Source: an optimization exercise on an open RTL-to-GDS flow (aim: small area, a short achievable clock period and few clock cycles per item). Production flows keep margins and buffers that such runs may drop. Where RTL was checked, it was by simulation tests only, not by an equivalence proof against the original.

==> module ece571f23_g5_aes_subbytes_seq, before the edit <==
module ece571f23_g5_aes_subbytes_seq (
  input  logic         clk,
  input  logic         rst,
  input  logic         in_valid,
  output logic         in_ready,
  input  logic         in_inverse,
  input  logic [127:0] datain,
  output logic         out_valid,
  input  logic         out_ready,
  output logic [127:0] dataout,
  output logic         busy
);
  logic         sk_v_q, v1_q, v2_q;
  logic         sk_inv_q, inv1_q;
  logic [127:0] x_d, sk_x_q, x_q, y, res_d, res_q;
  logic         acc, ld2, ld1, src_v, src_inv;
  logic [127:0] src_x;
  for (genvar k = 0; k < 16; k++) begin : g_lane
    ece571f23_g5_aes_sbox_in u_in (
      .a   (datain[8*k +: 8]),
      .inv (in_inverse),
      .x   (x_d[8*k +: 8])
    );
    ece571f23_g5_aes_gf_inv u_inv (
      .x (x_q[8*k +: 8]),
      .y (y[8*k +: 8])
    );
    ece571f23_g5_aes_sbox_out u_out (
      .y   (y[8*k +: 8]),
      .inv (inv1_q),
      .s   (res_d[8*k +: 8])
    );
  end
  assign acc = in_valid && !sk_v_q;    
  assign ld2 = !v2_q || out_ready;     
  assign ld1 = !v1_q || ld2;           
  assign src_v   = sk_v_q || acc;
  assign src_x   = sk_v_q ? sk_x_q   : x_d;
  assign src_inv = sk_v_q ? sk_inv_q : in_inverse;
  always_ff @(posedge clk) begin
    if (rst) begin
      sk_v_q <= 1'b0;
      v1_q   <= 1'b0;
      v2_q   <= 1'b0;
    end else begin
      if (ld2) v2_q <= v1_q;
      if (ld1) v1_q <= src_v;
      if (sk_v_q) begin
        if (ld1) sk_v_q <= 1'b0;
      end else if (acc && !ld1) begin
        sk_v_q <= 1'b1;
      end
    end
  end
  always_ff @(posedge clk) begin
    if (!sk_v_q) begin
      sk_x_q   <= x_d;
      sk_inv_q <= in_inverse;
    end
  end
  always_ff @(posedge clk) begin
    if (ld1 && src_v) begin
      x_q    <= src_x;
      inv1_q <= src_inv;
    end
  end
  always_ff @(posedge clk) begin
    if (ld2 && v1_q) begin
      res_q <= res_d;
    end
  end
  assign in_ready  = !sk_v_q;
  assign out_valid = v2_q;
  assign dataout   = res_q;
  assign busy      = sk_v_q || v1_q || v2_q;
endmodule
export LEC_CHECK = 0
export CAP_MARGIN = 20
export CORE_MARGIN = 2
export CORE_UTILIZATION = 40
export SETUP_SLACK_MARGIN = 1.0
export SLEW_MARGIN = 20
create_clock -name core_clock -period 17.5 [get_ports {clk}]
standard.sh (not shown) runs the stock make flow with config.mk's settings and CLKGATE_MAP_FILE= SYNTH_SCRIPT=/design/flow/synth_recipe.tcl, a recipe that flattens the netlist after the stock synthesis.
==> flow/flow/run.sh <==
#!/bin/bash
# Layout flow: the standard flow (standard.sh), with one change to synthesis:
# ABC maps the logic with an area-recovering script (flow/abc_area.script)
# instead of ORFS's delay script. Registers are mapped before ABC, so they are
# the standard synthesis's registers, with the same names and cells.
set -euo pipefail
W=$(pwd)
cat > "$W/area_synth.tcl" <<TCL
proc abc {args} {
  set i [lsearch -exact \$args -script]
  if {\$i >= 0} {
    set args [lreplace \$args \$i [expr {\$i + 1}] -script $W/flow/abc_area.script]
  }
  yosys abc {*}\$args
}
source $W/synth_recipe.tcl
TCL
bash "$W/standard.sh" SYNTH_SCRIPT="$W/area_synth.tcl" BUFFER_PORTS_ARGS="-buffer_cell sky130_fd_sc_hd__buf_1" finish > "$W/standard_flow.log" 2>&1
==> flow/flow/abc_area.script <==
strash
&get -n
&dch -f
&nf -R 1000
&put
topo
stime -c
Testbench counts at the start, summed over its fixed seeds: cycles 1,040, items 1,024.
Change:
--- a/flow/design.v
+++ b/flow/design.v
@@ -123,8 +123,8 @@
   output logic         busy
 );
   logic         sk_v_q, v1_q, v2_q;
-  logic         sk_inv_q, inv1_q;
-  logic [127:0] x_d, sk_x_q, x_q, y, res_d, res_q;
+  logic         sk_inv_q, inv1_q, inv2_q;
+  logic [127:0] x_d, sk_x_q, x_q, y_d, y_q;
   logic         acc, ld2, ld1, src_v, src_inv;
   logic [127:0] src_x;
   for (genvar k = 0; k < 16; k++) begin : g_lane
@@ -135,12 +135,12 @@
     );
     ece571f23_g5_aes_gf_inv u_inv (
       .x (x_q[8*k +: 8]),
-      .y (y[8*k +: 8])
+      .y (y_d[8*k +: 8])
     );
     ece571f23_g5_aes_sbox_out u_out (
-      .y   (y[8*k +: 8]),
-      .inv (inv1_q),
-      .s   (res_d[8*k +: 8])
+      .y   (y_q[8*k +: 8]),
+      .inv (inv2_q),
+      .s   (dataout[8*k +: 8])
     );
   end
   assign acc = in_valid && !sk_v_q;    
@@ -178,11 +178,11 @@
   end
   always_ff @(posedge clk) begin
     if (ld2 && v1_q) begin
-      res_q <= res_d;
+      y_q    <= y_d;
+      inv2_q <= inv1_q;
     end
   end
   assign in_ready  = !sk_v_q;
   assign out_valid = v2_q;
-  assign dataout   = res_q;
   assign busy      = sk_v_q || v1_q || v2_q;
 endmodule
Area after synthesis is about the same.
Worst setup slack degrades by 0.52 ns.
Synthesized cell count is unchanged.
Core utilization stays flat.
Clock skew goes up by 0.010 ns.
For the second run of this note, only the layout was checked, not whether the RTL still works.

========
red:
Another version of the RTL of ece571f23_g5_aes_subbytes_seq (not shown whole).
For scale: about 3000 cells after synthesis, roughly 260 flip-flops, about 260 I/O pins, roughly 0.028 sq mm of cells after synthesis.
==> module ece571f23_g5_aes_subbytes_seq, before the edit <==
module ece571f23_g5_aes_subbytes_seq (
  input  logic         clk,
  input  logic         rst,
  input  logic         in_valid,
  output logic         in_ready,
  input  logic         in_inverse,
  input  logic [127:0] datain,
  output logic         out_valid,
  input  logic         out_ready,
  output logic [127:0] dataout,
  output logic         busy
);
  logic         v1_q, v2_q;
  logic         inv1_q, inv2_q;
  logic [127:0] x_d, x_q, y_d, y_q;
  logic         adv;
  for (genvar k = 0; k < 16; k++) begin : g_lane
    ece571f23_g5_aes_sbox_in u_in (
      .a   (datain[8*k +: 8]),
      .inv (in_inverse),
      .x   (x_d[8*k +: 8])
    );
    ece571f23_g5_aes_gf_inv u_inv (
      .x (x_q[8*k +: 8]),
      .y (y_d[8*k +: 8])
    );
    ece571f23_g5_aes_sbox_out u_out (
      .y   (y_q[8*k +: 8]),
      .inv (inv2_q),
      .s   (dataout[8*k +: 8])
    );
  end
  assign adv = !v2_q || out_ready;
  always_ff @(posedge clk) begin
    if (rst) begin
      v1_q <= 1'b0;
      v2_q <= 1'b0;
    end else if (adv) begin
      v1_q <= in_valid;
      v2_q <= v1_q;
    end
  end
  always_ff @(posedge clk) begin
    if (adv && in_valid) begin
      x_q    <= x_d;
      inv1_q <= in_inverse;
    end
  end
  always_ff @(posedge clk) begin
    if (adv && v1_q) begin
      y_q    <= y_d;
      inv2_q <= inv1_q;
    end
  end
  assign in_ready  = adv;
  assign out_valid = v2_q;
  assign busy      = v1_q || v2_q;
endmodule
export LEC_CHECK = 0
export CAP_MARGIN = 20
export CORE_MARGIN = 2
export CORE_UTILIZATION = 40
export SETUP_SLACK_MARGIN = 1.0
export SLEW_MARGIN = 20
create_clock -name core_clock -period 17.5 [get_ports {clk}]
==> flow/flow/run.sh <==
#!/bin/bash
# Layout flow: the standard flow (standard.sh), with one change to synthesis:
# ABC maps the logic with an area-recovering script (flow/abc_area.script)
# instead of ORFS's delay script. Registers are mapped before ABC, so they are
# the standard synthesis's registers, with the same names and cells.
set -euo pipefail
W=$(pwd)
cat > "$W/area_synth.tcl" <<TCL
proc abc {args} {
  set i [lsearch -exact \$args -script]
  if {\$i >= 0} {
    set args [lreplace \$args \$i [expr {\$i + 1}] -script $W/flow/abc_area.script]
  }
  yosys abc {*}\$args
}
source $W/synth_recipe.tcl
TCL
bash "$W/standard.sh" SYNTH_SCRIPT="$W/area_synth.tcl" finish > "$W/standard_flow.log" 2>&1
Scripts as last shown in full above: flow/flow/abc_area.script
Edits applied to the flow inputs when going from red to blue:
==> flow/design.v, changed modules only <==
module ece571f23_g5_aes_subbytes_seq (
  input  logic         clk,
  input  logic         rst,
  input  logic         in_valid,
  output logic         in_ready,
  input  logic         in_inverse,
  input  logic [127:0] datain,
  output logic         out_valid,
  input  logic         out_ready,
  output logic [127:0] dataout,
  output logic         busy
);
  logic         valid_q;
  logic         inv_q;
  logic [127:0] x, y;
  logic [191:0] p_d, p_q;
  logic         adv;
  for (genvar k = 0; k < 16; k++) begin : g_lane
    ece571f23_g5_aes_sbox_in u_in (
      .a   (datain[8*k +: 8]),
      .inv (in_inverse),
      .x   (x[8*k +: 8])
    );
    ece571f23_g5_aes_gf_inv_pre u_pre (
      .x (x[8*k +: 8]),
      .p (p_d[12*k +: 12])
    );
    ece571f23_g5_aes_gf_inv_post u_post (
      .p (p_q[12*k +: 12]),
      .y (y[8*k +: 8])
    );
    ece571f23_g5_aes_sbox_out u_out (
      .y   (y[8*k +: 8]),
      .inv (inv_q),
      .s   (dataout[8*k +: 8])
    );
  end
  assign adv = !valid_q || out_ready;
  always_ff @(posedge clk) begin
    if (rst) valid_q <= 1'b0;
    else if (adv) valid_q <= in_valid;
  end
  always_ff @(posedge clk) begin
    if (adv && in_valid) begin
      p_q   <= p_d;
      inv_q <= in_inverse;
    end
  end
  assign in_ready  = adv;
  assign out_valid = valid_q;
  assign busy      = valid_q;
endmodule
Notes after the runs:
Compare blue and red | worst-path maximum fanout lower: red. Setup-violating endpoint count in the final report: red vs blue identical. Relative to red, maximum number of buffers from clock root to sink has gone down in blue. When blue is set beside red, its core utilization turns out to be 0.72 points smaller. The higher number of distinct standard cells referenced by the synthesized netlist of blue and red is in blue. Against red as the reference, blue delivers a lower number of enable flip-flop cells after synthesis. Source of the critical timing path = out_ready: red; source of the critical timing path = p_q[168]: blue.
No functional check of the RTL was part of any run of this note.

-- what the ideal ports hide --
The results above use ideal ports. As a check the final layouts listed here were re-extracted and re-timed, cells and wires unchanged. Step 1: set_driving_cell puts a clkbuf_16 on clk and a buf_2 on each other input, an assumption about the parent block. Step 2 times the ports against the registers' clock, not the clock port: input delays grow and output delays shrink by t, the midpoint of the rising clock arrivals with the driver on. a / b / c = no drivers / after step 1 / after step 2; a / b = the first two.
run | t (ns) | setup WS [ns] | worst setup path after step 2 | worst register clock-pin slew, ns | worst slew at a driven data input, ns
the first run of note 1 | 0.649 | 11.775 / 11.711 / 11.594 | input to register | 0.06 / 0.06 | 0.14
the second run of note 1 | 0.635 | 11.258 / 11.199 / 11.597 | input to register | 0.06 / 0.06 | 0.08
red | 0.593 | 9.277 / 9.251 / 9.251 | input to output | 0.06 / 0.06 | 0.09
blue | 0.537 | 8.699 / 8.639 / 9.176 | register to output | 0.08 / 0.08 | 0.11
After both steps every run listed still meets setup and hold. The setup slack of the first run of note 1, which loses most, moves by -0.064 ns with the drivers and by -0.181 ns with both steps.
